From an optimization exercise on the open Yosys and OpenROAD flow, aimed at small area; shortcuts taken in it are not production practice.
Where RTL was checked, it was by simulation tests only, not by an equivalence proof against the original.
The RTL of runs 2, 4 and 5 was laid out without a check of its function.
Power figures rest on the tool's default switching activity, not on a simulated workload.

File: config.mk
export PLATFORM = sky130hd
export DESIGN_NAME = image_capture_top
export DESIGN_NICKNAME = image_capture_top
export VERILOG_FILES = /design/flow/design.v
export SDC_FILE = /design/flow/constraint.sdc
export NUM_CORES = 4
export LEC_CHECK = 0
export CAP_MARGIN = 20
export CORE_MARGIN = 2
export CORE_UTILIZATION = 65
export SLEW_MARGIN = 20
File: constraint.sdc
create_clock -name core_clock -period 4.5 [get_ports {clk}]
set_input_delay 0.9000 -clock core_clock [delete_from_list [all_inputs] [get_ports {clk}]]
set_output_delay 0.9000 -clock core_clock [all_outputs]
set_load 0.01 [all_outputs]
File: design.v
`timescale 1ns/1ps
module image_capture_top (
  input  logic          clk,
  input  logic          mem_reset,
  input  logic          trigger,
  input  logic [15:0]   height,       
  input  logic [28:0]   start_addr,   
  input  logic [25:0]   s_beat,       
  input  logic          s_valid,
  output logic          s_ready,
  output logic          frame_done,
  output logic          skipped,
  output logic          mem_wr_req,
  output logic [156:0]  mem_wr_cmd,   
  input  logic          mem_wr_ack,
  output logic          frame_written
);
  localparam logic [1:0] C_IDLE = 2'd0, C_WAIT = 2'd1, C_STORE = 2'd2;
  localparam logic [1:0] W_IDLE = 2'd0, W_REQ = 2'd1, W_ACK = 2'd2;
  logic [1:0]  cap_state;
  logic        armed;
  logic [15:0] line_cnt;
  logic        frame_active;
  logic [1:0]  slot;
  logic        out_valid;        
  logic [95:0] acc;              
  logic [95:0] ram [16];         
  logic [3:0]  wr_ptr;
  logic [15:0] rd_oh;            
  logic [4:0]  count;
  logic [1:0]  wr_state;
  logic        active_q;
  logic [28:0] wr_addr;
  logic sof, eol;
  logic fwd, pix_ready, pix_fire, line_last;
  logic push_ready, push_fire, pop_valid, pop_fire;
  logic writer_idle, frame_start, drained, word_done;
  logic [1:0] slot_idx;
  assign sof = s_beat[1];
  assign eol = s_beat[0];
  assign fwd       = (cap_state == C_STORE) || ((cap_state == C_WAIT) && sof);
  assign pix_ready = !out_valid || push_ready;
  assign s_ready   = fwd ? pix_ready : 1'b1;
  assign pix_fire  = s_valid && fwd && pix_ready;
  assign line_last = (line_cnt >= height - 1'b1);
  assign slot_idx  = sof ? 2'd0 : slot;
  assign word_done = pix_fire && (slot_idx == 2'd3);
  assign push_ready = !count[4];                
  assign push_fire  = out_valid && push_ready;
  assign pop_valid  = (count != 5'd0);
  assign pop_fire   = (wr_state == W_ACK) && mem_wr_ack;   
  assign writer_idle = (wr_state == W_IDLE);
  assign frame_start = frame_active && !active_q;
  assign drained     = !frame_active && !pop_valid && (slot == 2'd0) && !out_valid;
  always_ff @(posedge clk or posedge mem_reset) begin
    if (mem_reset) begin
      cap_state    <= C_IDLE;
      armed        <= 1'b0;
      line_cnt     <= '0;
      frame_active <= 1'b0;
      frame_done   <= 1'b0;
      skipped      <= 1'b0;
    end else begin
      frame_done <= 1'b0;
      skipped    <= 1'b0;
      if (trigger) armed <= 1'b1;
      if (cap_state == C_IDLE) begin
        if (armed && writer_idle) begin
          cap_state <= C_WAIT;
          armed     <= trigger;
          line_cnt  <= '0;
        end
        if (s_valid && sof) skipped <= 1'b1;
      end else if (pix_fire) begin
        cap_state    <= C_STORE;
        frame_active <= 1'b1;
        if (eol) begin
          if (line_last) begin
            cap_state    <= C_IDLE;
            frame_active <= 1'b0;
            frame_done   <= 1'b1;
          end else begin
            line_cnt <= line_cnt + 1'b1;
          end
        end
      end
    end
  end
  always_ff @(posedge clk or posedge mem_reset) begin
    if (mem_reset) begin
      slot      <= '0;
      out_valid <= 1'b0;
      wr_ptr    <= '0;
      rd_oh     <= 16'd1;
      count     <= '0;
    end else begin
      if (pix_fire) slot <= slot_idx + 1'b1;
      if (word_done) out_valid <= 1'b1;
      else if (push_ready) out_valid <= 1'b0;
      if (push_fire) wr_ptr <= wr_ptr + 1'b1;
      if (pop_fire)  rd_oh <= {rd_oh[14:0], rd_oh[15]};
      case ({push_fire, pop_fire})
        2'b10:   count <= count + 1'b1;
        2'b01:   count <= count - 1'b1;
        default: count <= count;
      endcase
    end
  end
  always_ff @(posedge clk) begin
    if (pix_fire) acc <= {acc[71:0], s_beat[25:2]};
  end
  always_ff @(posedge clk) begin
    if (push_fire) ram[wr_ptr] <= acc;
  end
  always_ff @(posedge clk or posedge mem_reset) begin
    if (mem_reset) begin
      wr_state      <= W_IDLE;
      active_q      <= 1'b0;
      mem_wr_req    <= 1'b0;
      frame_written <= 1'b0;
    end else begin
      active_q      <= frame_active;
      frame_written <= 1'b0;
      case (wr_state)
        W_IDLE: if (frame_start) wr_state <= W_REQ;
        W_REQ: begin
          if (pop_valid) begin
            mem_wr_req <= 1'b1;
            wr_state   <= W_ACK;
          end else if (drained) begin
            frame_written <= 1'b1;
            wr_state      <= W_IDLE;
          end
        end
        W_ACK: begin
          if (mem_wr_ack) begin
            mem_wr_req <= 1'b0;
            wr_state   <= W_REQ;
          end
        end
        default: wr_state <= W_IDLE;
      endcase
    end
  end
  always_ff @(posedge clk) begin
    if ((wr_state == W_IDLE) && frame_start) wr_addr <= start_addr;
    else if (pop_fire) wr_addr <= wr_addr + 29'd8;
  end
  logic [95:0] head;
  always_comb begin
    head = '0;
    for (int i = 0; i < 16; i++) head = head | (ram[i] & {96{rd_oh[i]}});
  end
  assign mem_wr_cmd = {wr_addr,
                       head[95:72], 8'hff, head[71:48], 8'hff,
                       head[47:24], 8'hff, head[23:0],  8'hff};
endmodule
File: flow/run.sh
#!/bin/bash
# Standard ORFS layout with smaller port buffers and a clock tree without dummy loads.
set -euo pipefail
export BUFFER_PORTS_ARGS="-buffer_cell sky130_fd_sc_hd__buf_1"
export CTS_ARGS="-sink_clustering_enable -repair_clock_nets -dont_use_dummy_load -buf_list sky130_fd_sc_hd__clkbuf_8 -sink_clustering_size 16 -sink_clustering_max_diameter 60"
bash standard.sh > standard.log 2>&1
File: standard.sh
#!/bin/bash
# synth_recipe.tcl (not shown) runs the flow's synth.tcl, then flattens the netlist and writes it again
# the make line also repeats each setting of config.mk as NAME=value (left out here)
make -C /OpenROAD-flow-scripts/flow DESIGN_CONFIG=/design/flow/config.mk WORK_HOME=/design/flow/orfs CLKGATE_MAP_FILE= SYNTH_SCRIPT=/design/flow/synth_recipe.tcl "${@:-finish}"
==> results of run 1 <==
logic make-up (layout without fill, tap and decap cells):
group	after synthesis	count (layout)	synth area share, %
other	1	33	0.00603
AO/OA/AOI/OAI	843	843	11.6
adder cells (fa/ha/maj)	29	29	0.596
buffers and inverters	246	463	1.68
XOR/XNOR	46	46	0.648
flip-flops	1716	1716	82.4
multiplexers	4	4	0.0664
AND/OR/NAND/NOR	348	348	3.01
layout by cell type (no fill, tap or decap), types with 4 or more instances in the layout:
master	synthesis	layout
edfxtp_1	1661	1661
a22o_1	384	384
a221oi_1	384	384
buf_1	17	205
clkbuf_8	0	131
nand2_1	116	116
nand4_1	104	104
buf_4	32	69
dfrtp_1	54	39
o21ai_0	35	35
buf_12	0	35
conb_1	1	32
xnor2_1	30	30
ha_1	28	28
nor2_1	22	22
inv_1	22	20
nand3_1	18	18
xor2_1	16	16
and2_4	0	16
dfrtp_4	0	15
a21oi_1	11	11
nor3_1	10	10
nor2b_1	9	9
or4_1	9	9
and3_1	7	7
nor4_1	7	7
a21o_1	5	5
and2_1	21	5
o211ai_1	5	5
o31ai_1	4	4
state kept, by name, summed over array words and instances, names as in the netlist:
name / count
count: 5
cap_state: 2
wr_state: 2
active_q: 1
frame_written: 1
rd_oh: 16
out_valid: 1
frame_done: 1
wr_ptr: 4
slot: 2
line_cnt: 16
armed: 1
mem_wr_req: 1
skipped: 1
acc: 96
wr_addr: 29
frame_active: 1
ram: 1536
through the flow:
stage	std cells	worst slack [ps]	area [sq um]	hold slack, ps	util (%)
floorplan	3264	413	62300	381	-
global placement	4615	-102	65000	463	68.5
detailed placement	4615	-94.6	65000	445	68.5
CTS	4746	317	66800	153	70.4
global route	4747	257	66800	161	70.4
finish	4747	279	66800	209	70.4
path summary, 6_finish.rpt:
| path | startpoint | to | cells past startpoint |
|---|---|---|---|
| min in group asynchronous | mem_reset | mem_wr_req | 3 |
| setup reg to reg | count[4] | ram[9][25] | 5 |
| hold reg to reg | frame_active | active_q | 0 |
| max in group asynchronous | mem_reset | rd_oh[2] | 3 |
| setup / recovery | rd_oh[5] | mem_wr_cmd[115] | 5 |
| hold / removal | s_beat[5] | acc[3] | 1 |
power by group:
group          internal [uW]  leakage (uW)  switching [uW]  total [uW]
registers              19000        0.0157            1150       20200
logic                    321       0.00423             727        1050
clock network           2620      0.000942            4570        7190
total                  22000        0.0209            6450       28400
per-layer routing:
layer	vias up	track usage (%)
li1	14000	-
met4	0	8.56
met3	256	5.50
met2	2213	53.8
met1	18000	49.5
met5	-	0
cell type report:
| type | count | area (sq um) | area share, % |
|---|---|---|---|
| flip-flops and latches | 1716 | 51300 | 76.8 |
| multi-input cells | 1302 | 10000 | 15.0 |
| repair buffers | 309 | 1990 | 2.98 |
| clock buffers | 131 | 1800 | 2.70 |
| well taps | 1265 | 1580 | 2.37 |
| inverters | 23 | 91.3 | 0.137 |
| diodes | 1 | 2.50 | 0.00374 |
==> out/metrics.yaml, run 1 <==
die:
  initial_utilization_pct: 65.5
  ios: 238
  core_area_sq_mm: 0.0949
  die_x_um: 313
  die_height_um: 313
  dieArea_sq_mm: 0.0982
  core.rowCount: 113
worst_setup_path:
  arrival_ps: 3320
  slowest_stage: "dfrtp_4"
  crit_fanout: 54
  crit_path_end_kind: "output pin"
  cp.required_ps: 3600
  path_delay_family: "flip-flops"
  critPathLaunchType: "flip-flop"
  crit_buf_inv: 2
  path_class: "flip-flop to output pin"
  worstPathCellList: "buf_4, a22o_1, a221oi_1, nand4_1, buf_1"
  cpPeakStageDelay_ps: 1190
  reg2reg_slack_ps: 1110
cts:
  htree_levels: 4
  clock_path_buffers: 3
  clk_latency_ps: 850
  clk_pin_slew_ps: 90
  cts-resized-gates: 0
  tritoncts: "built"
  ctsHoldBuffers: 0
  cts_root_buffer: "clkbuf_8"
  clock_sinks: 1716
  post_cts_buffers: 0
  cts_inserted_buffers: 131
pwr:
  p_leak_uw: 0.0209
  fin_total_pwr_uw: 28400
  power_density_mw_per_mm2: 425
  ir_worst_vdd_uv: 356
sta:
  rsz0062_at_grt: "no"
  finalHoldViolations: 0
  setup_viol: 0
  post-route-period-util_pct: 93.8
  slew_headroom_pct: 18.6
  drv_slew: 0
  worst_pin_slew_ps: 1220
  max_freq_ghz: 0.237
  fin_setup_tns_ps: 0
  skew_ps: 48.6
  min_period_ps: 4220
drt:
  wl_met2_um: 79600
  wl_per_cell_um: 34.6
  antenna_left: 0
  drt_pass1_iterations: 6
  avgViaCountPerCell: 7.26
  finalWirelength_um: 164000
  wl_met3_um: 17000
  drc: 0
  routed.top_layer: "met4"
  drt-met1-wl_um: 63900
  vias: 34400
  first_iter_violations: 4684
synth:
  synth-main-ff-cell: "edfxtp_1"
  yosysMostFrequentCell: "edfxtp_1"
  syn_area_sq_mm: 0.0622
  ys_top_cells_by_area: "edfxtp_1 (80%), a221oi_1 (5.4%), a22o_1 (5.4%), dfrtp_1 (2.2%), nand4_1 (1.0%)"
  seq_area_frac_synth_pct: 82.4
  ys_types: 60
  ys_seq_elements: 1716
  synth_warnings: 1
  synth-edff-count: 1661
  synth_commonest_cells: "edfxtp_1 (1661), a221oi_1 (384), a22o_1 (384)"
  synth_top_area_share_pct: 80.2
  synth-async-reset-ratio_pct: 3.21
  netlist_instances: 3233
  yosysTopAreaCell: "edfxtp_1"
  syn_area_per_cell_sq_um: 19.2
outcome:
  status: "no timing/DRC/antenna violations"
global_route:
  grt_pass1_wl_um: 235000
  grt_usage_pct: 33.6
  grt_max_degree: 59
  grt_overflow_total: 0
  grt_pass1_vias: 33800
  antenna_found_initial: 3
cells_and_area:
  final_layout_size_suffix_gt1_share_pct: 8.10
  syn_to_final_growth_pct: 7.47
  nNetsFinal: 3588
  fill_cells: 5864
placement:
  io_buffers: 205
  globalplace.congestion: 0.816
  post-dp-hpwl_um: 85200
worst_hold_path:
  hold_path_class: "primary input to flip-flop"
flow_run:
  drv_cap: 0
==> run 2: changes to the inputs <==
--- a/design.v
+++ b/design.v
@@ -45,7 +45,7 @@
   assign line_last = (line_cnt >= height - 1'b1);
   assign slot_idx  = sof ? 2'd0 : slot;
   assign word_done = pix_fire && (slot_idx == 2'd3);
-  assign push_ready = !count[4];                
+  assign push_ready = (count != 5'd16);
   assign push_fire  = out_valid && push_ready;
   assign pop_valid  = (count != 5'd0);
   assign pop_fire   = (wr_state == W_ACK) && mem_wr_ack;   
==> run.sh (new file) <==
#!/bin/bash
# synth_recipe.tcl (not shown) runs the flow's synth.tcl, then flattens the netlist and writes it again
# the make line also repeats each setting of config.mk as NAME=value (left out here)
make -C /OpenROAD-flow-scripts/flow DESIGN_CONFIG=/design/flow/config.mk WORK_HOME=/design/flow/orfs CLKGATE_MAP_FILE= SYNTH_SCRIPT=/design/flow/synth_recipe.tcl finish
--- a/config.mk
+++ b/config.mk
@@ -7,5 +7,5 @@
 export LEC_CHECK = 0
 export CAP_MARGIN = 20
 export CORE_MARGIN = 2
-export CORE_UTILIZATION = 65
+export CORE_UTILIZATION = 40
 export SLEW_MARGIN = 20
removed: flow/run.sh
removed: standard.sh
==> run 2 against run 1 <==
Still clean. Via count increased by 0.38%. Maximum frequency decreased by 4.6%. Clock skew increased by 16 ps. Power increased by 11%. Critical endpoint is now mem_wr_cmd[94].
==> out/metrics.yaml, run 2 <==
sta:
  drv_slew: 0
  rsz0062_at_grt: "no"
  post-route-period-util_pct: 98.3
  worst_pin_slew_ps: 1110
  max_freq_ghz: 0.226
  setup_viol: 0
  skew_ps: 64.4
  fin_setup_tns_ps: 0
  min_period_ps: 4420
  finalHoldViolations: 0
  slew_headroom_pct: 26.0
  setup_ws_ps: 76.2
worst_setup_path:
  r2r-start: "count[0]"
  cp.required_ps: 3600
  r2r_end: "ram[13][30]"
  reg2reg_slack_ps: 1230
  rr_worst_depth: 5
  path_class: "flip-flop to output pin"
  crit_fanout: 47
  crit_path_end_kind: "output pin"
  critPathLaunchType: "flip-flop"
  arrival_ps: 3520
placement:
  dp_cells: 5438
  globalplace.congestion: 0.768
  post-dp-hpwl_um: 91100
  post-place-ws_ps: -212
  io_buffers: 205
  placed_cell_area_sq_mm: 0.0678
worst_hold_path:
  min_delay_path_depth: 0
  hold_path_class: "flip-flop to flip-flop"
  hold_path.startpoint: "frame_active"
  hold_end: "active_q"
drt:
  finalWirelength_um: 176000
  drc: 0
  antenna_left: 0
  vias: 34600
  first_iter_violations: 4357
  drt_pass1_iterations: 5
  avgViaCountPerCell: 6.01
  wl_per_cell_um: 30.6
global_route:
  grt_pass1_vias: 33900
  grt_pass1_wl_um: 248000
  grt_usage_pct: 21.8
  grt_max_degree: 97
  use_met1_pct: 30.6
  met2_usage_pct: 35.4
  grt_overflow_total: 0
  grt.busiest_layer: "met2"
  use_met3_pct: 3.78
  antenna_found_initial: 4
flow_run:
  drv_cap: 0
synth:
  ys_types: 57
  synth-main-ff-cell: "edfxtp_1"
  yosysTopAreaCell: "edfxtp_1"
  synth_warnings: 1
  syn_area_sq_mm: 0.0622
  synth_top_area_share_pct: 80.2
  yosysMostFrequentCell: "edfxtp_1"
  syn_area_per_cell_sq_um: 19.2
  netlist_instances: 3238
  synth-async-reset-ratio_pct: 3.21
  synth-edff-count: 1661
  synth_commonest_cells: "edfxtp_1 (1661), a221oi_1 (384), a22o_1 (384)"
  ys_seq_elements: 1716
  ys_top_cells_by_area: "edfxtp_1 (80%), a221oi_1 (5.4%), a22o_1 (5.4%), dfrtp_1 (2.2%), nand4_1 (1.1%)"
  seq_area_frac_synth_pct: 82.4
cells_and_area:
  layout_commonest_cell: "edfxtp_1"
  multiInputGateArea_sq_mm: 0.0101
  final_cell_area_sq_mm: 0.0733
  final_core_util_pct: 47.5
  largest_reg_flops: 1536
  syn_to_final_growth_pct: 17.9
  final_cell_count_no_fill: 5751
  top_register: "ram"
  reg_top3: "ram: 1536 flops, acc: 96 flops, wr_addr: 29 flops"
  final_cell_mix: "edfxtp_1 (1661), a22o_1 (384), a221oi_1 (384)"
  nNetsFinal: 3673
  fill_cells: 12900
  seqCellArea_sq_mm: 0.0513
  final_layout_size_suffix_gt1_share_pct: 11.3
cts:
  clk_pin_slew_ps: 60
  tritoncts: "built"
  htree_levels: 4
  cts_inserted_buffers: 170
  clock_path_buffers: 3
  clock_sinks: 1716
  cts_root_buffer: "clkbuf_16"
  clk_latency_ps: 820
pwr:
  power_density_mw_per_mm2: 431
  p_leak_uw: 0.0232
  ir_worst_vdd_uv: 347
die:
  ios: 238
  core_area_sq_mm: 0.154
  die_height_um: 398
  initial_utilization_pct: 40.3
  dieArea_sq_mm: 0.159
  core.rowCount: 144
  die_x_um: 398
outcome:
  status: "no timing/DRC/antenna violations"
-- run 2: worst max-delay path by stage --
| stage | start | endpoint | slack, ps | cells after the start |
|---|---|---|---|---|
| after floorplan | count[0] | ram[15][0] | -1220 | 4 |
| after global placement | height[5] | line_cnt[8] | -180 | 14 |
| after detailed placement | height[4] | line_cnt[8] | -210 | 14 |
| after CTS | rd_oh[13] | mem_wr_cmd[62] | 20 | 5 |
| after global routing | rd_oh[6] | mem_wr_cmd[79] | 50 | 4 |
| final | rd_oh[9] | mem_wr_cmd[94] | 80 | 4 |
-- run 2: critical path: stages, from the launching register on --
cell,delay (ps)
dfrtp_4,800
buf_4,400
a221oi_1,400
nand4_1,410
clkdlybuf4s50_1,610
-- run 2: where the power goes --
| part | leakage, uW | internal, uW | switching [uW] |
|---|---|---|---|
| registers | 0.0156 | 17300 | 56.6 |
| clock network | 0.00262 | 7680 | 6170 |
| logic | 0.00494 | 190 | 198 |
| total | 0.0232 | 25200 | 6430 |
-- run 2: timing repair --
item,in CTS,in global routing
buffers inserted,1,1
pin swaps,0,0
hold buffers,0,0
endpoints found under the setup margin,1,3
gates resized for setup,0,0
-- run 2: cell type report --
cell class / instances / share of cell area (%)
Clock inverter: 99 / 1.34
Multi-Input combinational cell: 1304 / 13.8
Tap cell: 2044 / 3.49
Clock buffer: 211 / 6.09
Sequential cell: 1716 / 70.0
Antenna cell: 1 / 0.00342
Inverter: 24 / 0.133
Timing Repair Buffer: 352 / 5.13
-- run 2: cells by family after synthesis --
| family | count (synthesis) | synth area share [%] |
|---|---|---|
| buf+inv | 249 | 1.71 |
| simple gates | 351 | 2.95 |
| other cells | 1 | 0.00603 |
| fa+ha+maj | 29 | 0.596 |
| mux | 6 | 0.101 |
| xor+xnor | 46 | 0.648 |
| flops | 1716 | 82.4 |
| compound gates | 840 | 11.5 |
-- run 2: routing by layer --
layer,wire length [um],up-vias
li1,-,14300
met1,73600,18300
met2,84500,1653
met3,14200,240
met4,3670,2
met5,13,-
-- run 2: stage by stage --
step	total power [uW]	hold WS [ps]
4_1_cts	31800	433
5_1_grt	32400	451
3_3_place_gp	18100	412
2_1_floorplan	17900	367
3_5_place_dp	18100	412
6_report	31600	434
==> run 3: changes to the inputs <==
--- a/design.v
+++ b/design.v
@@ -45,7 +45,7 @@
   assign line_last = (line_cnt >= height - 1'b1);
   assign slot_idx  = sof ? 2'd0 : slot;
   assign word_done = pix_fire && (slot_idx == 2'd3);
-  assign push_ready = (count != 5'd16);
+  assign push_ready = !count[4];                
   assign push_fire  = out_valid && push_ready;
   assign pop_valid  = (count != 5'd0);
   assign pop_fire   = (wr_state == W_ACK) && mem_wr_ack;   
--- a/config.mk
+++ b/config.mk
@@ -7,5 +7,8 @@
 export LEC_CHECK = 0
 export CAP_MARGIN = 20
 export CORE_MARGIN = 2
-export CORE_UTILIZATION = 40
+export CORE_UTILIZATION = 65
+export CTS_BUF_LIST = sky130_fd_sc_hd__clkbuf_8
+export CTS_CLUSTER_DIAMETER = 60
+export CTS_CLUSTER_SIZE = 16
 export SLEW_MARGIN = 20
==> run 3 against run 2 <==
Still clean. Die area is 38% lower. Global-route usage increased by 12 points. Via count increased by 0.37%. Flip-flop and latch count unchanged. Combinational power grew to 3.1 times the previous value. Utilization rose by 25 points. Clock power fell by 47%. Synthesized cell count down 0.15%. Highest routed layer unchanged.
==> out/metrics.yaml, run 3 <==
outcome:
  status: "no timing/DRC/antenna violations"
synth:
  seq_area_frac_synth_pct: 82.4
  netlist_instances: 3233
  ys_top_cells_by_area: "edfxtp_1 (80%), a221oi_1 (5.4%), a22o_1 (5.4%), dfrtp_1 (2.2%), nand4_1 (1.0%)"
  synth_top_area_share_pct: 80.2
  syn_area_per_cell_sq_um: 19.2
  ys_types: 60
  yosysMostFrequentCell: "edfxtp_1"
  yosysTopAreaCell: "edfxtp_1"
  synth-edff-count: 1661
  synth-main-ff-cell: "edfxtp_1"
  synth_warnings: 1
  ys_seq_elements: 1716
  synth-async-reset-ratio_pct: 3.21
  synth_commonest_cells: "edfxtp_1 (1661), a221oi_1 (384), a22o_1 (384)"
  syn_area_sq_mm: 0.0622
die:
  core.rowCount: 113
  die_x_um: 313
  initial_utilization_pct: 65.5
  core_area_sq_mm: 0.0949
  die_height_um: 313
  ios: 238
  dieArea_sq_mm: 0.0982
cts:
  cts-resized-gates: 0
  clk_latency_ps: 840
  clk_pin_slew_ps: 100
  ctsHoldBuffers: 0
  htree_levels: 3
  clock_sinks: 1716
  tritoncts: "built"
  cts_root_buffer: "clkbuf_8"
  clock_path_buffers: 3
  post_cts_buffers: 0
  cts_inserted_buffers: 121
worst_setup_path:
  path_class: "flip-flop to output pin"
  cp.required_ps: 3600
  critPathLaunchType: "flip-flop"
  arrival_ps: 3480
  slowest_stage: "dfrtp_4"
  worstPathCellList: "buf_4, a22o_1, a221oi_1, nand4_1, clkdlybuf4s50_1"
  crit_buf_inv: 2
  crit_fanout: 47
  crit_path_end_kind: "output pin"
  cpPeakStageDelay_ps: 1100
  path_delay_family: "flip-flops"
global_route:
  antenna_found_initial: 5
  grt_usage_pct: 33.5
  grt_max_degree: 66
  grt_pass1_wl_um: 237000
  grt_overflow_total: 0
  grt_pass1_vias: 34400
sta:
  min_period_ps: 4380
  rsz0062_at_grt: "no"
  worst_pin_slew_ps: 1140
  max_freq_ghz: 0.228
  slew_headroom_pct: 23.9
  drv_slew: 0
  setup_ws_ps: 122
  post-route-period-util_pct: 97.3
  finalHoldViolations: 0
  fin_setup_tns_ps: 0
  setup_viol: 0
  skew_ps: 48.2
  hold_ws_ps: 332
placement:
  io_buffers: 205
  globalplace.congestion: 0.810
  post-dp-hpwl_um: 86300
  post-place-ws_ps: -246
  dp_cells: 4634
cells_and_area:
  multiInputGateArea_sq_mm: 0.0100
  nNetsFinal: 3598
  syn_to_final_growth_pct: 10.1
  final_layout_size_suffix_gt1_share_pct: 8.77
  largest_reg_flops: 1536
  layout_commonest_cell: "edfxtp_1"
  seqCellArea_sq_mm: 0.0513
  reg_top3: "ram: 1536 flops, acc: 96 flops, wr_addr: 29 flops"
  fill_cells: 5711
  final_cell_count_no_fill: 4790
  final_cell_mix: "edfxtp_1 (1661), a22o_1 (384), a221oi_1 (384)"
  top_register: "ram"
drt:
  wl_met3_um: 18000
  drt_pass1_iterations: 6
  wl_per_cell_um: 34.3
  finalWirelength_um: 164000
  routed.top_layer: "met5"
  vias: 34700
  first_iter_violations: 5123
  avgViaCountPerCell: 7.25
  drt-met1-wl_um: 63000
  antenna_left: 0
  drc: 0
  wl_met2_um: 79500
worst_hold_path:
  hold_path_class: "primary input to async pin"
flow_run:
  drv_cap: 0
pwr:
  fin_total_pwr_uw: 28700
  p_leak_uw: 0.0216
  power_density_mw_per_mm2: 419
  ir_worst_vdd_uv: 341
-- run 3: changes by cell type after synthesis, sizes merged, moves of 3 or more --
cell	previous run	this run
and2	4	21
xnor2	16	30
xor2	30	16
nor2	31	22
buf	58	51
nand2	122	116
clkbuf	167	172
nand3	23	18
and3	11	7
nor2b	5	9
or4	8	12
nor4b	0	3
-- run 3: per-stage QoR --
stage                     area, sq um  util (%)
after CTS                       68400      72.1
after floorplan                 62300         -
after detailed placement        66500      70.1
after global routing            68400      72.1
final                           68400      72.1
after global placement          66500      70.1
-- run 3: logic make-up (layout without fill, tap and decap cells) --
kind of cell	Yosys count	in the layout	share of synthesized area, %
DFF	1716	1716	82.4
AOI/OAI and AO/OA	843	843	11.6
and+or+nand+nor	348	348	3.01
buffers and inverters	246	505	1.68
xor gates and xnor gates	46	46	0.648
adders and majority gates	29	29	0.596
muxes	4	4	0.0664
other	1	34	0.00603
-- run 3: layout make-up --
cell class	instances	area share, %
Clock inverter	31	0.340
Multi-Input combinational cell	1302	14.7
Antenna cell	2	0.00731
Inverter	23	0.135
Sequential cell	1716	75.0
Tap cell	1265	2.31
Timing Repair Buffer	329	5.11
Clock buffer	122	2.45
-- run 3: worst reg2reg max path: cells and delay by family, from the launching register on --
family | cells | cell delay (ps)
flops | 1 | 500
simple gates | 3 | 1850
buf+inv | 2 | 680
-- run 3: path summary, 6_finish.rpt --
check / startpoint / to / slack (ps) / depth (start not counted)
worst min register to register: frame_active / active_q / 490 / 0
worst max register to register: count[4] / ram[2][66] / 1150 / 5
min in group core_clock: frame_active / active_q / 490 / 0
max in group asynchronous: mem_reset / rd_oh[0] / 3620 / 3
worst min-delay path: mem_reset / mem_wr_req / 330 / 2
worst max-delay path: rd_oh[6] / mem_wr_cmd[23] / 120 / 5
-- run 3: where the power goes --
part           switching, uW  leakage (uW)  internal, uW  total, uW
sequential              1170        0.0157         19000      20200
clock                   4710       0.00101          2600       7310
combinational            726       0.00485           463       1190
-- run 3: routing by layer --
metal / global-route usage, % / vias up
met5: 0 / -
met4: 7.67 / 4
met3: 5.28 / 290
met2: 54.3 / 2283
met1: 49.3 / 18100
li1: - / 14000
==> run 4: changes to the inputs <==
--- a/design.v
+++ b/design.v
@@ -15,12 +15,12 @@
   input  logic          mem_wr_ack,
   output logic          frame_written
 );
-  localparam logic [1:0] C_IDLE = 2'd0, C_WAIT = 2'd1, C_STORE = 2'd2;
-  localparam logic [1:0] W_IDLE = 2'd0, W_REQ = 2'd1, W_ACK = 2'd2;
+  localparam logic [1:0] C_IDLE = 2'd0, C_WAIT = 2'd1, C_STORE = 2'd2;   
+  localparam logic [1:0] W_IDLE = 2'd0, W_REQ = 2'd1, W_ACK = 2'd2;     
   logic [1:0]  cap_state;
   logic        armed;
   logic [15:0] line_cnt;
-  logic        frame_active;
+  logic        frame_active;     
   logic [1:0]  slot;
   logic        out_valid;        
   logic [95:0] acc;              
@@ -42,7 +42,9 @@
   assign pix_ready = !out_valid || push_ready;
   assign s_ready   = fwd ? pix_ready : 1'b1;
   assign pix_fire  = s_valid && fwd && pix_ready;
-  assign line_last = (line_cnt >= height - 1'b1);
+  logic [16:0] line_inc;
+  assign line_inc  = {1'b0, line_cnt} + 17'd1;
+  assign line_last = line_inc[16] || ((line_inc[15:0] >= height) && (height != 16'd0));
   assign slot_idx  = sof ? 2'd0 : slot;
   assign word_done = pix_fire && (slot_idx == 2'd3);
   assign push_ready = !count[4];                
@@ -56,8 +58,6 @@
     if (mem_reset) begin
       cap_state    <= C_IDLE;
       armed        <= 1'b0;
-      line_cnt     <= '0;
-      frame_active <= 1'b0;
       frame_done   <= 1'b0;
       skipped      <= 1'b0;
     end else begin
@@ -68,23 +68,21 @@
         if (armed && writer_idle) begin
           cap_state <= C_WAIT;
           armed     <= trigger;
-          line_cnt  <= '0;
         end
         if (s_valid && sof) skipped <= 1'b1;
       end else if (pix_fire) begin
-        cap_state    <= C_STORE;
-        frame_active <= 1'b1;
-        if (eol) begin
-          if (line_last) begin
-            cap_state    <= C_IDLE;
-            frame_active <= 1'b0;
-            frame_done   <= 1'b1;
-          end else begin
-            line_cnt <= line_cnt + 1'b1;
-          end
+        cap_state <= C_STORE;
+        if (eol && line_last) begin
+          cap_state  <= C_IDLE;
+          frame_done <= 1'b1;
         end
       end
     end
+  end
+  assign frame_active = cap_state[1];
+  always_ff @(posedge clk) begin
+    if (cap_state == C_IDLE) line_cnt <= '0;
+    else if (pix_fire && eol) line_cnt <= line_inc[15:0];
   end
   always_ff @(posedge clk or posedge mem_reset) begin
     if (mem_reset) begin
@@ -116,7 +114,6 @@
     if (mem_reset) begin
       wr_state      <= W_IDLE;
       active_q      <= 1'b0;
-      mem_wr_req    <= 1'b0;
       frame_written <= 1'b0;
     end else begin
       active_q      <= frame_active;
@@ -125,23 +122,20 @@
         W_IDLE: if (frame_start) wr_state <= W_REQ;
         W_REQ: begin
           if (pop_valid) begin
-            mem_wr_req <= 1'b1;
-            wr_state   <= W_ACK;
+            wr_state <= W_ACK;
           end else if (drained) begin
             frame_written <= 1'b1;
             wr_state      <= W_IDLE;
           end
         end
         W_ACK: begin
-          if (mem_wr_ack) begin
-            mem_wr_req <= 1'b0;
-            wr_state   <= W_REQ;
-          end
+          if (mem_wr_ack) wr_state <= W_REQ;
         end
         default: wr_state <= W_IDLE;
       endcase
     end
   end
+  assign mem_wr_req = wr_state[1];
   always_ff @(posedge clk) begin
     if ((wr_state == W_IDLE) && frame_start) wr_addr <= start_addr;
     else if (pop_fire) wr_addr <= wr_addr + 29'd8;
==> flow/run.sh (new file) <==
#!/bin/bash
# Standard ORFS layout with smaller port buffers and a clock tree without dummy loads.
set -euo pipefail
export BUFFER_PORTS_ARGS="-buffer_cell sky130_fd_sc_hd__buf_1"
export CTS_ARGS="-sink_clustering_enable -repair_clock_nets -dont_use_dummy_load -buf_list sky130_fd_sc_hd__clkbuf_16 -sink_clustering_size 30 -sink_clustering_max_diameter 70"
bash standard.sh > standard.log 2>&1
==> standard.sh (new file) <==
#!/bin/bash
# synth_recipe.tcl (not shown) runs the flow's synth.tcl, then flattens the netlist and writes it again
# the make line also repeats each setting of config.mk as NAME=value (left out here)
make -C /OpenROAD-flow-scripts/flow DESIGN_CONFIG=/design/flow/config.mk WORK_HOME=/design/flow/orfs CLKGATE_MAP_FILE= SYNTH_SCRIPT=/design/flow/synth_recipe.tcl "${@:-finish}"
--- a/config.mk
+++ b/config.mk
@@ -8,7 +8,4 @@
 export CAP_MARGIN = 20
 export CORE_MARGIN = 2
 export CORE_UTILIZATION = 65
-export CTS_BUF_LIST = sky130_fd_sc_hd__clkbuf_8
-export CTS_CLUSTER_DIAMETER = 60
-export CTS_CLUSTER_SIZE = 16
 export SLEW_MARGIN = 20
removed: run.sh
==> run 4 against run 3 <==
Sequential share of layout area increased by 1.8 points. Combinational power decreased by 34%. Synthesized cell count decreased by 0.49%. Sequential power decreased by 8%. Cell count decreased by 2.7%. Flip-flop and latch count decreased by 2. Critical path depth unchanged. Clock-buffer cell count decreased by 44. Die area decreased by 0.29%. Highest routed layer is now met4.
==> out/metrics.yaml, run 4 <==
placement:
  post-place-ws_ps: 1030
  globalplace.congestion: 0.854
  post-dp-hpwl_um: 81500
  io_buffers: 205
sta:
  skew_ps: 50.3
  slew_headroom_pct: 23.4
  max_freq_ghz: 0.253
  min_period_ps: 3960
  rsz0062_at_grt: "no"
  finalHoldViolations: 0
  drv_slew: 0
  setup_viol: 0
  worst_pin_slew_ps: 1150
  fin_setup_tns_ps: 0
  post-route-period-util_pct: 88.0
  setup_ws_ps: 542
cells_and_area:
  reg_top3: "ram: 1536 flops, acc: 96 flops, wr_addr: 29 flops"
  layout_commonest_cell: "edfxtp_1"
  final_layout_size_suffix_gt1_share_pct: 6.30
  syn_to_final_growth_pct: 7.54
  nNetsFinal: 3503
  final_cell_mix: "edfxtp_1 (1661), a22o_1 (384), a221oi_1 (384)"
  fill_cells: 5914
  antenna_cells: 0
  largest_reg_flops: 1536
  seqCellArea_sq_mm: 0.0512
  multiInputGateArea_sq_mm: 0.00996
  top_register: "ram"
worst_setup_path:
  worstPathCellList: "buf_4, a22o_1, a221oi_1, nand4_1, buf_1"
  arrival_ps: 3060
  crit_path_end_kind: "output pin"
  rr_worst_depth: 5
  cp.required_ps: 3600
  path_class: "flip-flop to output pin"
  critPathLaunchType: "flip-flop"
  slowest_stage: "dfrtp_4"
  cpPeakStageDelay_ps: 850
  crit_fanout: 44
cts:
  htree_levels: 3
  ctsHoldBuffers: 0
  clk_pin_slew_ps: 100
  cts_inserted_buffers: 78
  clk_latency_ps: 680
  post_cts_buffers: 0
  tritoncts: "built"
  cts_root_buffer: "clkbuf_16"
  clock_path_buffers: 3
  clock_sinks: 1714
  cts-resized-gates: 0
synth:
  synth_warnings: 1
  synth_commonest_cells: "edfxtp_1 (1661), a221oi_1 (384), a22o_1 (384)"
  synth-edff-count: 1661
  netlist_instances: 3217
  yosysTopAreaCell: "edfxtp_1"
  syn_area_sq_mm: 0.0620
  ys_seq_elements: 1714
  seq_area_frac_synth_pct: 82.5
  yosysMostFrequentCell: "edfxtp_1"
  syn_area_per_cell_sq_um: 19.3
  ys_types: 62
  synth-main-ff-cell: "edfxtp_1"
  synth_top_area_share_pct: 80.5
  synth-async-reset-ratio_pct: 2.16
  ys_top_cells_by_area: "edfxtp_1 (80%), a221oi_1 (5.4%), a22o_1 (5.4%), dfrtp_1 (1.5%), nand4_1 (1.1%)"
drt:
  finalWirelength_um: 165000
  avgViaCountPerCell: 7.30
  drc: 0
  drt_pass1_iterations: 5
  wl_per_cell_um: 35.3
  antenna_left: 0
  vias: 34000
  first_iter_violations: 4605
die:
  core.rowCount: 113
  die_x_um: 313
  die_height_um: 313
  ios: 238
  core_area_sq_mm: 0.0947
  initial_utilization_pct: 65.4
  dieArea_sq_mm: 0.0979
pwr:
  power_density_mw_per_mm2: 404
  ir_worst_vdd_uv: 496
  p_leak_uw: 0.0208
global_route:
  antenna_found_initial: 2
  grt_pass1_wl_um: 235000
  grt_max_degree: 102
  grt_usage_pct: 33.6
  grt_pass1_vias: 33200
  grt_overflow_total: 0
outcome:
  status: "no timing/DRC/antenna violations"
worst_hold_path:
  hold_path_class: "primary input to async pin"
flow_run:
  drv_cap: 0
## run 4: cell types whose count changed in the layout (fill, tap and decap cells not counted), sizes merged, moves of 10 or more
cell           previous run  this run
or4                      12         2
clkinv                   13         1
clkbuf                  122        78
buf                     124       295
xor2                     16        33
nor2                     22        32
clkdlybuf4s50           205         0
nand2                   116        97
dfxtp                     0        16
dfrtp                    54        36
## run 4: logic make-up after synthesis
kind of cell,synth area share [%]
AO/OA/AOI/OAI,11.4
AND/OR/NAND/NOR,2.91
buffers and inverters,1.74
XOR/XNOR,0.833
multiplexers,0.0686
flip-flops,82.5
other,0.00605
adder cells (fa/ha/maj),0.577
## run 4: where the power goes
part           switching, uW  internal (uW)
logic                    522            261
registers                499          18000
clock network           4520           3120
## run 4: worst paths after layout
kind | startpoint | to | slack (ps)
worst max-delay path | rd_oh[4] | mem_wr_cmd[62] | 540
min in group core_clock | s_beat[14] | acc[12] | 370
worst min register to register | armed | armed | 500
worst min-delay path | mem_reset | frame_done | 300
max in group asynchronous | mem_reset | rd_oh[12] | 3780
worst max register to register | count[4] | ram[8][59] | 1200
## run 4: layout make-up
type	instances	share of cell area, %
inverter	29	0.163
timing repair buffer	295	2.82
multi-input combinational	1281	14.9
sequential	1714	76.8
clock buffer	78	2.93
tap	1265	2.37
## run 4: worst max-delay path: cells and delay by family (launching register included)
kind / cells / cell delay, ps
AND/OR/NAND/NOR: 1 / 350
flip-flops: 1 / 850
buffers and inverters: 2 / 620
AO/OA/AOI/OAI: 2 / 540
## run 4: stage by stage
| step | total power, uW | std cells | util [%] | hold slack, ps | cell area [sq um] |
|---|---|---|---|---|---|
| final | 26900 | 4662 | 70.4 | 303 | 66700 |
| after global routing | 27600 | 4662 | 70.4 | 342 | 66700 |
| after CTS | 27000 | 4662 | 70.4 | 300 | 66700 |
| after detailed placement | 19600 | 4584 | 68.3 | 481 | 64700 |
| after global placement | 19500 | 4583 | 68.3 | 465 | 64700 |
| after floorplan | 19200 | 3248 | - | 427 | 62100 |
## run 4: layer usage
metal	wire length (um)	part of all wire, %	global-route usage (%)
met1	63500	39	50.2
met2	79300	48	53.9
met3	18200	11	4.85
met4	3550	2.2	7.47
met5	0	0	0
==> run 5: changes to the inputs <==
--- a/config.mk
+++ b/config.mk
@@ -5,7 +5,7 @@
 export SDC_FILE = /design/flow/constraint.sdc
 export NUM_CORES = 4
 export LEC_CHECK = 0
-export CAP_MARGIN = 20
+export CAP_MARGIN = 0
 export CORE_MARGIN = 2
 export CORE_UTILIZATION = 65
-export SLEW_MARGIN = 20
+export SLEW_MARGIN = 0
==> run 5 against run 4 <==
Power rose by 0.33%. Combinational power fell by 0.6%. Largest cell class unchanged. Cell area barely moved. Setup slack lost 18 ps. Die area unchanged. Clock-buffer cell count is 2 higher. Largest power group unchanged.
==> out/metrics.yaml, run 5 <==
synth:
  synth-async-reset-ratio_pct: 2.16
  yosysMostFrequentCell: "edfxtp_1"
  synth-edff-count: 1661
  seq_area_frac_synth_pct: 82.5
  yosysTopAreaCell: "edfxtp_1"
  netlist_instances: 3217
  syn_area_per_cell_sq_um: 19.3
  syn_area_sq_mm: 0.0620
  synth_warnings: 1
  synth-main-ff-cell: "edfxtp_1"
  synth_commonest_cells: "edfxtp_1 (1661), a221oi_1 (384), a22o_1 (384)"
  ys_top_cells_by_area: "edfxtp_1 (80%), a221oi_1 (5.4%), a22o_1 (5.4%), dfrtp_1 (1.5%), nand4_1 (1.1%)"
  synth_top_area_share_pct: 80.5
  ys_types: 62
  ys_seq_elements: 1714
drt:
  drc: 0
  vias: 34000
  antenna_left: 0
  avgViaCountPerCell: 7.29
  first_iter_violations: 4806
  finalWirelength_um: 164000
  wl_per_cell_um: 35.3
  drt_pass1_iterations: 5
sta:
  setup_viol: 0
  fin_setup_tns_ps: 0
  skew_ps: 72.0
  worst_pin_slew_ps: 1200
  post-route-period-util_pct: 88.4
  drv_slew: 0
  rsz0062_at_grt: "no"
  finalHoldViolations: 0
  hold_ws_ps: 303
  slew_headroom_pct: 19.9
  max_freq_ghz: 0.251
  min_period_ps: 3980
cells_and_area:
  final_core_util_pct: 70.4
  final_cell_mix: "edfxtp_1 (1661), a22o_1 (384), a221oi_1 (384)"
  reg_top3: "ram: 1536 flops, acc: 96 flops, wr_addr: 29 flops"
  nNetsFinal: 3504
  final_layout_size_suffix_gt1_share_pct: 6.33
  final_cell_count_no_fill: 4664
  syn_to_final_growth_pct: 7.61
  fill_cells: 5871
  largest_reg_flops: 1536
  top_register: "ram"
  layout_commonest_cell: "edfxtp_1"
worst_setup_path:
  path_class: "flip-flop to output pin"
  reg2reg_slack_ps: 1180
  cpPeakStageDelay_ps: 870
  r2r_end: "ram[8][77]"
  slowest_stage: "dfrtp_4"
  crit_path_end_kind: "output pin"
  cp.required_ps: 3600
  endpoint: "mem_wr_cmd[84]"
  crit_start: "rd_oh[8]"
  worstPathCellList: "buf_4, a22o_1, a221oi_1, nand4_1, buf_1"
  arrival_ps: 3080
  r2r-start: "count[4]"
  rr_worst_depth: 5
  crit_fanout: 51
  critPathLaunchType: "flip-flop"
pwr:
  power_density_mw_per_mm2: 405
  seq_power_share_pct: 68.5
  internal_power_uw: 21400
  power_frac_comb_pct: 2.9
  power_frac_clock_pct: 28.7
  sw_frac_of_total_pct: 20.6
  p_sw_uw: 5560
  ir_worst_vdd_uv: 388
  p_leak_uw: 0.0208
cts:
  htree_levels: 3
  clock_sinks: 1714
  clk_pin_slew_ps: 110
  clock_path_buffers: 3
  post_cts_buffers: 0
  clk_latency_ps: 720
  cts_inserted_buffers: 80
  tritoncts: "built"
  cts_root_buffer: "clkbuf_16"
  cts-resized-gates: 0
  ctsHoldBuffers: 0
die:
  dieArea_sq_mm: 0.0979
  core_area_sq_mm: 0.0947
  die_height_um: 313
  initial_utilization_pct: 65.4
  die_x_um: 313
  ios: 238
  core.rowCount: 113
global_route:
  grt_overflow_total: 0
  grt_usage_pct: 33.6
  grt_max_degree: 102
  grt_pass1_wl_um: 234000
  antenna_found_initial: 3
  grt_pass1_vias: 33000
placement:
  globalplace.congestion: 0.854
  io_buffers: 205
  post-dp-hpwl_um: 81500
  dp_cells: 4583
flow_run:
  drv_cap: 0
worst_hold_path:
  hold_path_class: "primary input to async pin"
outcome:
  status: "no timing/DRC/antenna violations"
## run 5: metrics by stage
stage	total power, uW	area [sq um]	worst slack, ps
floorplan	19200	62100	613
global placement	19500	64700	991
detailed placement	19600	64700	1060
CTS	27000	66700	516
global route	27700	66700	460
finish	27000	66700	524
## run 5: critical path, delay by kind of cell (launching register included)
kind            cells  cell delay (ps)
flops               1              870
simple gates        1              300
compound gates      2              570
buf+inv             2              610
## run 5: worst min path at each step
stage / end / slack, ps / from
after floorplan: active_q / 430 / cap_state[1]
after global placement: armed / 460 / armed
after detailed placement: armed / 480 / armed
after CTS: wr_ptr[0] / 290 / mem_reset
after global routing: acc[5] / 340 / s_beat[7]
final: rd_oh[15] / 300 / mem_reset
## run 5: cell type report
cell class	instances	area [sq um]	share of cell area (%)
Antenna cell	1	2.50	0.00375
Clock buffer	80	2000	3.00
Inverter	29	109	0.163
Multi-Input combinational cell	1281	9960	14.9
Sequential cell	1714	51200	76.7
Tap cell	1265	1580	2.37
Timing Repair Buffer	294	1880	2.81
## run 5: cells by family after synthesis
logic type,synth area share (%)
buffers and inverters,1.74
other,0.00605
adders and majority gates,0.577
DFF,82.5
AOI/OAI and AO/OA,11.4
and+or+nand+nor,2.91
muxes,0.0686
xor gates and xnor gates,0.833
## run 5: power by group through the flow
stage | clock (uW) | sequential, uW | combinational (uW)
floorplan | 0 | 18700 | 494
global placement | 0 | 18800 | 742
detailed placement | 0 | 18800 | 777
CTS | 7770 | 18500 | 783
global route | 8290 | 18500 | 860
finish | 7730 | 18500 | 778
## run 5: per-layer routing
| metal | GRT usage [%] | vias to the layer above | wire (um) |
|---|---|---|---|
| li1 | - | 13800 | - |
| met1 | 50.0 | 17800 | 63800 |
| met2 | 53.7 | 2206 | 78400 |
| met3 | 5.02 | 252 | 18700 |
| met4 | 7.82 | 2 | 3560 |
| met5 | 0 | - | 11 |
==> run 6: changes to the inputs <==
--- a/design.v
+++ b/design.v
@@ -24,9 +24,11 @@
   logic [1:0]  slot;
   logic        out_valid;        
   logic [95:0] acc;              
-  logic [95:0] ram [16];         
-  logic [3:0]  wr_ptr;
-  logic [15:0] rd_oh;            
+  logic [95:0] ring [16];
+  logic [95:0] stage;            
+  logic [3:0]  stage_pos;        
+  logic [3:0]  tail_pos;         
+  logic [15:0] head_oh;          
   logic [4:0]  count;
   logic [1:0]  wr_state;
   logic        active_q;
@@ -88,15 +90,17 @@
     if (mem_reset) begin
       slot      <= '0;
       out_valid <= 1'b0;
-      wr_ptr    <= '0;
-      rd_oh     <= 16'd1;
+      tail_pos  <= '0;
+      stage_pos <= '0;
+      head_oh   <= 16'd1;
       count     <= '0;
     end else begin
       if (pix_fire) slot <= slot_idx + 1'b1;
       if (word_done) out_valid <= 1'b1;
       else if (push_ready) out_valid <= 1'b0;
-      if (push_fire) wr_ptr <= wr_ptr + 1'b1;
-      if (pop_fire)  rd_oh <= {rd_oh[14:0], rd_oh[15]};
+      tail_pos  <= tail_pos + (push_fire ? 4'd2 : 4'd1);
+      stage_pos <= (push_fire ? tail_pos : stage_pos) + 4'd1;
+      head_oh   <= pop_fire ? {head_oh[13:0], head_oh[15:14]} : {head_oh[14:0], head_oh[15]};
       case ({push_fire, pop_fire})
         2'b10:   count <= count + 1'b1;
         2'b01:   count <= count - 1'b1;
@@ -108,7 +112,13 @@
     if (pix_fire) acc <= {acc[71:0], s_beat[25:2]};
   end
   always_ff @(posedge clk) begin
-    if (push_fire) ram[wr_ptr] <= acc;
+    if (push_fire) stage <= acc;
+  end
+  always_ff @(posedge clk) begin
+    for (int p = 0; p < 16; p++) begin
+      if ((p % 4 == 0) && (stage_pos == 4'(p - 1))) ring[p] <= stage;
+      else ring[p] <= ring[(p + 15) % 16];
+    end
   end
   always_ff @(posedge clk or posedge mem_reset) begin
     if (mem_reset) begin
@@ -141,9 +151,11 @@
     else if (pop_fire) wr_addr <= wr_addr + 29'd8;
   end
   logic [95:0] head;
+  logic        head_in_stage;    
+  assign head_in_stage = (count == 5'd1);
   always_comb begin
-    head = '0;
-    for (int i = 0; i < 16; i++) head = head | (ram[i] & {96{rd_oh[i]}});
+    head = stage & {96{head_in_stage}};
+    for (int i = 0; i < 16; i++) head = head | (ring[i] & {96{head_oh[i] && !head_in_stage}});
   end
   assign mem_wr_cmd = {wr_addr,
                        head[95:72], 8'hff, head[71:48], 8'hff,
==> flow/run.sh (replaced) <==
#!/bin/bash
# Standard ORFS layout with smaller port buffers and a clock tree without dummy loads.
set -euo pipefail
export BUFFER_PORTS_ARGS="-buffer_cell sky130_fd_sc_hd__buf_1"
export CTS_ARGS="-sink_clustering_enable -repair_clock_nets -dont_use_dummy_load -buf_list sky130_fd_sc_hd__clkbuf_8 -sink_clustering_size 16 -sink_clustering_max_diameter 60"
bash standard.sh > standard.log 2>&1
--- a/config.mk
+++ b/config.mk
@@ -5,7 +5,7 @@
 export SDC_FILE = /design/flow/constraint.sdc
 export NUM_CORES = 4
 export LEC_CHECK = 0
-export CAP_MARGIN = 0
+export CAP_MARGIN = 20
 export CORE_MARGIN = 2
 export CORE_UTILIZATION = 65
-export SLEW_MARGIN = 0
+export SLEW_MARGIN = 20
==> run 6 against run 5 <==
The layout now fails its checks (setup timing). Critical path type unchanged. Highest routed layer unchanged. Synthesized cell count grew 23%. Die area shrank 12%. Cell count rose by 13%.
==> out/metrics.yaml, run 6 <==
synth:
  ys_types: 56
  synth-main-ff-cell: "dfxtp_1"
  synth_top_area_share_pct: 56.7
  yosysTopAreaCell: "dfxtp_1"
  yosysMostFrequentCell: "dfxtp_1"
  synth-async-reset-ratio_pct: 2.26
  syn_area_per_cell_sq_um: 13.8
  netlist_instances: 3971
  synth_warnings: 2
  ys_top_cells_by_area: "dfxtp_1 (57%), edfxtp_1 (12%), mux2_2 (8.0%), a22oi_1 (5.3%), a222oi_1 (3.5%)"
  seq_area_frac_synth_pct: 70.7
  syn_area_sq_mm: 0.0548
  synth_commonest_cells: "dfxtp_1 (1552), mux2_2 (387), a22oi_1 (384)"
  ys_seq_elements: 1814
  synth-edff-count: 221
cells_and_area:
  final_layout_size_suffix_gt1_share_pct: 17.2
  final_cell_count_no_fill: 5271
  reg_top3: "ring: 1536 flops, acc: 96 flops, stage: 96 flops"
  nNetsFinal: 4295
  layout_commonest_cell: "dfxtp_1"
  syn_to_final_growth_pct: 7.63
  top_register: "ring"
  final_cell_mix: "dfxtp_1 (1552), mux2_2 (387), a22oi_1 (384)"
  largest_reg_flops: 1536
cts:
  clk_latency_ps: 860
  ctsHoldBuffers: 0
  clock_sinks: 1814
  htree_levels: 4
  clock_path_buffers: 3
  clk_pin_slew_ps: 100
  cts_inserted_buffers: 132
  tritoncts: "built"
  cts_root_buffer: "clkbuf_8"
worst_setup_path:
  slowest_stage: "or4b_4"
  path_delay_family: "simple AND/OR/NAND/NOR gates"
  cpPeakStageDelay_ps: 590
  cp.required_ps: 3600
  critPathLaunchType: "flip-flop"
  crit_buf_inv: 3
  path_class: "flip-flop to output pin"
  crit_path_end_kind: "output pin"
  arrival_ps: 3630
  crit_fanout: 12
  worstPathCellList: "inv_2, ha_4, or4b_4, and2_4, buf_12, a222oi_1, and3_1, nand3_1, buf_1"
placement:
  globalplace.congestion: 0.854
  io_buffers: 205
  post-dp-hpwl_um: 88300
  dp_cells: 5068
pwr:
  power_density_mw_per_mm2: 674
  p_leak_uw: 0.0221
  fin_total_pwr_uw: 39700
  ir_worst_vdd_uv: 461
sta:
  post-route-period-util_pct: 101
  finalHoldViolations: 0
  drv_slew: 0
  max_freq_ghz: 0.221
  min_period_ps: 4530
  setup_viol: 1
  setup_ws_ps: -32.6
  worst_pin_slew_ps: 1140
  slew_headroom_pct: 23.8
  skew_ps: 55.9
  rsz0062_at_grt: "yes"
  fin_setup_tns_ps: -32.6
die:
  die_x_um: 294
  core.rowCount: 106
  ios: 238
  die_height_um: 294
  core_area_sq_mm: 0.0836
  initial_utilization_pct: 65.6
  dieArea_sq_mm: 0.0866
worst_hold_path:
  hold_path_class: "primary input to async pin"
global_route:
  antenna_found_initial: 3
  grt_max_degree: 97
  grt_overflow_total: 0
  grt_pass1_wl_um: 244000
  grt_pass1_vias: 36300
  grt_usage_pct: 39.0
drt:
  vias: 36400
  drt_pass1_iterations: 9
  first_iter_violations: 5699
  antenna_left: 0
  finalWirelength_um: 171000
  drc: 0
  avgViaCountPerCell: 6.91
  wl_per_cell_um: 32.5
outcome:
  status: "complete, but fails checks"
  check.faults: "setup timing"
flow_run:
  drv_cap: 0
==> run 6: cell count changes after synthesis, moves of 298 or more <==
cell | previous run | this run
a22oi_1 | 0 | 384
a22o_1 | 384 | 1
edfxtp_1 | 1661 | 221
dfxtp_1 | 16 | 1552
mux2_2 | 1 | 387
a221oi_1 | 384 | 86
==> run 6: cells by family (layout without fill, tap and decap cells) <==
logic type | after synthesis | in the layout | share of synthesized area [%]
DFF | 1814 | 1814 | 70.7
adders and majority gates | 28 | 28 | 0.653
AOI/OAI and AO/OA | 829 | 829 | 12.2
and+or+nand+nor | 532 | 566 | 4.80
other | 1 | 34 | 0.00685
xor gates and xnor gates | 58 | 58 | 0.927
muxes | 392 | 392 | 8.05
buffers and inverters | 317 | 470 | 2.68
==> run 6: cell type report <==
cell class,instances,area [sq um]
flip-flops and latches,1814,38700
fillers,5786,24600
multi-input cells,1905,15100
clock buffers,132,1820
repair buffers,309,1790
well taps,1080,1350
inverters,29,111
diodes,2,5.00
==> run 6: power by group <==
| group | internal [uW] | total [uW] | switching, uW | leakage (uW) |
|---|---|---|---|---|
| combinational | 2920 | 6400 | 3480 | 0.00571 |
| sequential | 22400 | 25900 | 3530 | 0.0154 |
| clock | 2640 | 7420 | 4780 | 0.000949 |
==> run 6: through the flow <==
| stage | utilization [%] | setup slack (ps) | area [sq um] | hold slack, ps |
|---|---|---|---|---|
| after floorplan | - | 877 | 54900 | 330 |
| after global placement | 67.6 | 478 | 56400 | 331 |
| after detailed placement | 67.6 | 402 | 56400 | 336 |
| after CTS | 70.4 | 11.1 | 58800 | 181 |
| after global routing | 70.6 | -85.0 | 58900 | 193 |
| final | 70.6 | -32.6 | 59000 | 209 |
==> run 6: routing by layer <==
metal  share of wire [%]  vias to the layer above  track usage, %
met4                 5.4                        2            19.3
met2                  45                     2494            60.2
met1                  38                    18200            51.2
met3                  12                      535            10.4
li1                    -                    15200               -
met5              0.0076                        -               0
==> run 6: worst paths after layout <==
check | endpoint | cells past startpoint | from | slack [ps]
setup / recovery | mem_wr_cmd[9] | 9 | count[1] | -30
hold / removal | tail_pos[1] | 2 | mem_reset | 210
setup reg to reg | cap_state[1] | 11 | line_cnt[0] | 1370
hold reg to reg | ring[10][3] | 0 | ring[9][3] | 330
max in group asynchronous | head_oh[6] | 2 | mem_reset | 3570
min in group core_clock | acc[23] | 1 | s_beat[25] | 220
==> run 6: what timing repair did <==
item	in CTS	in global routing
setup buffers	25	10
gates resized for setup	32	12
gates cloned	34	0
setup endpoints to repair	96	81
pin swaps	15	12
==> run 7: changes to the inputs <==
==> flow/run.sh (replaced) <==
#!/bin/bash
# Standard ORFS layout with smaller port buffers and a clock tree without dummy loads.
set -euo pipefail
export BUFFER_PORTS_ARGS="-buffer_cell sky130_fd_sc_hd__buf_1"
export CTS_ARGS="-sink_clustering_enable -repair_clock_nets -dont_use_dummy_load -buf_list sky130_fd_sc_hd__clkbuf_8 -sink_clustering_size 20 -sink_clustering_max_diameter 50"
bash standard.sh > standard.log 2>&1
==> run 7 against run 6 <==
The run now finishes clean. Register-to-register slack got worse by 20 ps. Clock power is 2% higher. Routed wire length decreased by 1.1%. Global-route usage fell by 0.53 points. Cell area is essentially flat. Utilization about the same. Combinational power down 0.6%. Non-clock buffer count decreased by 5. Clock-buffer cell count rose by 6. Sequential share of layout area is essentially flat. Maximum frequency is 0.77% higher. Critical path type unchanged.
==> out/metrics.yaml, run 7 <==
worst_setup_path:
  crit_buf_inv: 3
  rr_worst_depth: 11
  critPathLaunchType: "flip-flop"
  path_class: "flip-flop to output pin"
  arrival_ps: 3600
  crit_fanout: 11
  worstPathCellList: "inv_2, ha_4, or4b_4, and2_4, buf_12, a222oi_1, and3_1, nand3_1, buf_1"
  crit_path_end_kind: "output pin"
  cp_num_cells: 9
  path_delay_family: "simple AND/OR/NAND/NOR gates"
  cpPeakStageDelay_ps: 600
  cp.required_ps: 3600
  slowest_stage: "or4b_4"
pwr:
  seq_power_share_pct: 65.1
  power_frac_comb_pct: 16.0
  p_leak_uw: 0.0221
  internal_power_uw: 28000
  ir_worst_vdd_uv: 465
  p_sw_uw: 11800
  power_frac_clock_pct: 19.0
  fin_total_pwr_uw: 39800
  power_density_mw_per_mm2: 676
  sw_frac_of_total_pct: 29.6
sta:
  post-route-period-util_pct: 100
  worst_pin_slew_ps: 1140
  max_freq_ghz: 0.222
  slew_headroom_pct: 24.3
  finalHoldViolations: 0
  rsz0062_at_grt: "yes"
  min_period_ps: 4500
  skew_ps: 105
  setup_viol: 0
  fin_setup_tns_ps: 0
  drv_slew: 0
drt:
  vias: 36200
  drc: 0
  first_iter_violations: 5857
  finalWirelength_um: 170000
  avgViaCountPerCell: 6.88
  wl_per_cell_um: 32.2
  antenna_left: 0
  drt_pass1_iterations: 8
cts:
  clk_pin_slew_ps: 110
  clock_path_buffers: 3
  cts_root_buffer: "clkbuf_8"
  htree_levels: 4
  tritoncts: "built"
  cts_inserted_buffers: 138
  clk_latency_ps: 870
  clock_sinks: 1814
  ctsHoldBuffers: 0
die:
  die_height_um: 294
  core.rowCount: 106
  initial_utilization_pct: 65.6
  die_x_um: 294
  core_area_sq_mm: 0.0836
  ios: 238
  dieArea_sq_mm: 0.0866
cells_and_area:
  nNetsFinal: 4292
  syn_to_final_growth_pct: 7.60
  final_core_util_pct: 70.5
  final_cell_mix: "dfxtp_1 (1552), mux2_2 (387), a22oi_1 (384)"
  top_register: "ring"
  reg_top3: "ring: 1536 flops, acc: 96 flops, stage: 96 flops"
  layout_commonest_cell: "dfxtp_1"
  final_layout_size_suffix_gt1_share_pct: 17.0
  largest_reg_flops: 1536
  final_cell_area_sq_mm: 0.0589
synth:
  yosysMostFrequentCell: "dfxtp_1"
  ys_top_cells_by_area: "dfxtp_1 (57%), edfxtp_1 (12%), mux2_2 (8.0%), a22oi_1 (5.3%), a222oi_1 (3.5%)"
  seq_area_frac_synth_pct: 70.7
  synth_warnings: 2
  yosysTopAreaCell: "dfxtp_1"
  synth-main-ff-cell: "dfxtp_1"
  synth-edff-count: 221
  ys_seq_elements: 1814
  synth_commonest_cells: "dfxtp_1 (1552), mux2_2 (387), a22oi_1 (384)"
  ys_types: 56
  syn_area_sq_mm: 0.0548
  synth_top_area_share_pct: 56.7
  synth-async-reset-ratio_pct: 2.26
  netlist_instances: 3971
  syn_area_per_cell_sq_um: 13.8
global_route:
  grt_pass1_vias: 36200
  antenna_found_initial: 4
  use_met1_pct: 51.1
  grt_usage_pct: 38.5
  grt.busiest_layer: "met2"
  use_met3_pct: 8.81
  grt_overflow_total: 0
  grt_pass1_wl_um: 242000
  met2_usage_pct: 59.8
  grt_max_degree: 97
placement:
  placed_cell_area_sq_mm: 0.0564
  post-dp-hpwl_um: 88300
  globalplace.congestion: 0.854
  io_buffers: 205
outcome:
  status: "no timing/DRC/antenna violations"
flow_run:
  drv_cap: 0
worst_hold_path:
  hold_path_class: "primary input to flip-flop"
  min_delay_path_depth: 1
[run 7: through the flow]
stage	std cells	hold slack [ps]	setup slack (ps)
detailed placement	5068	336	402
finish	5268	222	2.10
floorplan	4002	330	877
CTS	5261	176	44.8
global placement	5068	331	478
global route	5267	215	-59.4
[run 7: final timing paths]
kind                              from            end  slack, ps
max                           count[1]  mem_wr_cmd[9]          2
min                          s_beat[7]         acc[5]        220
max reg2reg                line_cnt[0]   cap_state[1]       1350
min reg2reg                ring[6][13]    ring[7][13]        310
max in group asynchronous    mem_reset     head_oh[6]       3560
min in group asynchronous    mem_reset     head_oh[2]        250
[run 7: logic make-up after synthesis]
logic type / share of synthesized area (%)
compound gates: 12.2
other cells: 0.00685
flops: 70.7
mux: 8.05
xor+xnor: 0.927
buf+inv: 2.68
fa+ha+maj: 0.653
simple gates: 4.80
[run 7: layer usage]
metal	vias up	routed length, um
li1	15200	-
met1	18100	65500
met2	2442	76500
met3	495	18600
met4	2	8920
met5	-	13
[run 7: power by group through the flow]
stage          logic, uW  clock network, uW  registers [uW]
2_1_floorplan       4230                  0           24700
3_3_place_gp        5910                  0           25700
3_5_place_dp        6100                  0           25900
4_1_cts             6280               7590           25700
5_1_grt             6780               8130           26300
6_report            6360               7560           25900
[run 7: cell type report]
cell class	instances	area [sq um]
inverter	29	111
tap	1080	1350
multi-input combinational	1901	15100
timing repair buffer	304	1740
fill	5793	24600
sequential	1814	38700
antenna	2	5.00
clock buffer	138	1900
[run 7: repair_timing]
item / in CTS / in global routing
resized for setup: 27 / 8
gates cloned: 29 / 1
pin swaps: 16 / 12
setup buffers: 26 / 4
endpoints found under the setup margin: 96 / 31

==> static timing again, ports no longer ideal <==
No port has a modelled driver above. Below, the same layouts with a new extraction and two added sets of constraints.
Step 1, drivers: a clkbuf_16 drives clk and a buf_2 each remaining input, both assumed.
Step 2 moves the port delays by t, midway between the first and last clock arrival at a register: inputs arrive t later, outputs are due t later. That takes back most of the time a late clock gives input paths.
Slacks: ideal / step 1 / step 2; pairs: ideal / step 1.
run	shift t [ns]	setup slack, ns	worst setup path after step 2	worst register clock-pin slew, ns	worst data-port slew with drivers (ns)
run 1	0.894	0.279 / 0.212 / -0.193	input to register	0.10 / 0.10	0.05
run 2	0.877	0.076 / -0.008 / -0.297	input to register	0.07 / 0.07	0.06
run 3	0.887	0.122 / 0.052 / -0.315	input to register	0.11 / 0.11	0.04
run 4	0.738	0.542 / 0.464 / 0.930	input to register	0.11 / 0.11	0.04
run 5	0.758	0.524 / 0.446 / 0.986	input to register	0.11 / 0.11	0.04
run 6	0.893	-0.033 / -0.092 / 0.802	register to output	0.10 / 0.10	0.06
run 7	0.886	0.002 / -0.067 / 0.820	register to output	0.12 / 0.12	0.06
With both steps, setup timing fails in run 1, run 2 and run 3, where it was met with ideal ports. For run 1, which loses most, drivers alone change the setup slack by -0.067 ns; drivers and shift together by -0.472 ns.
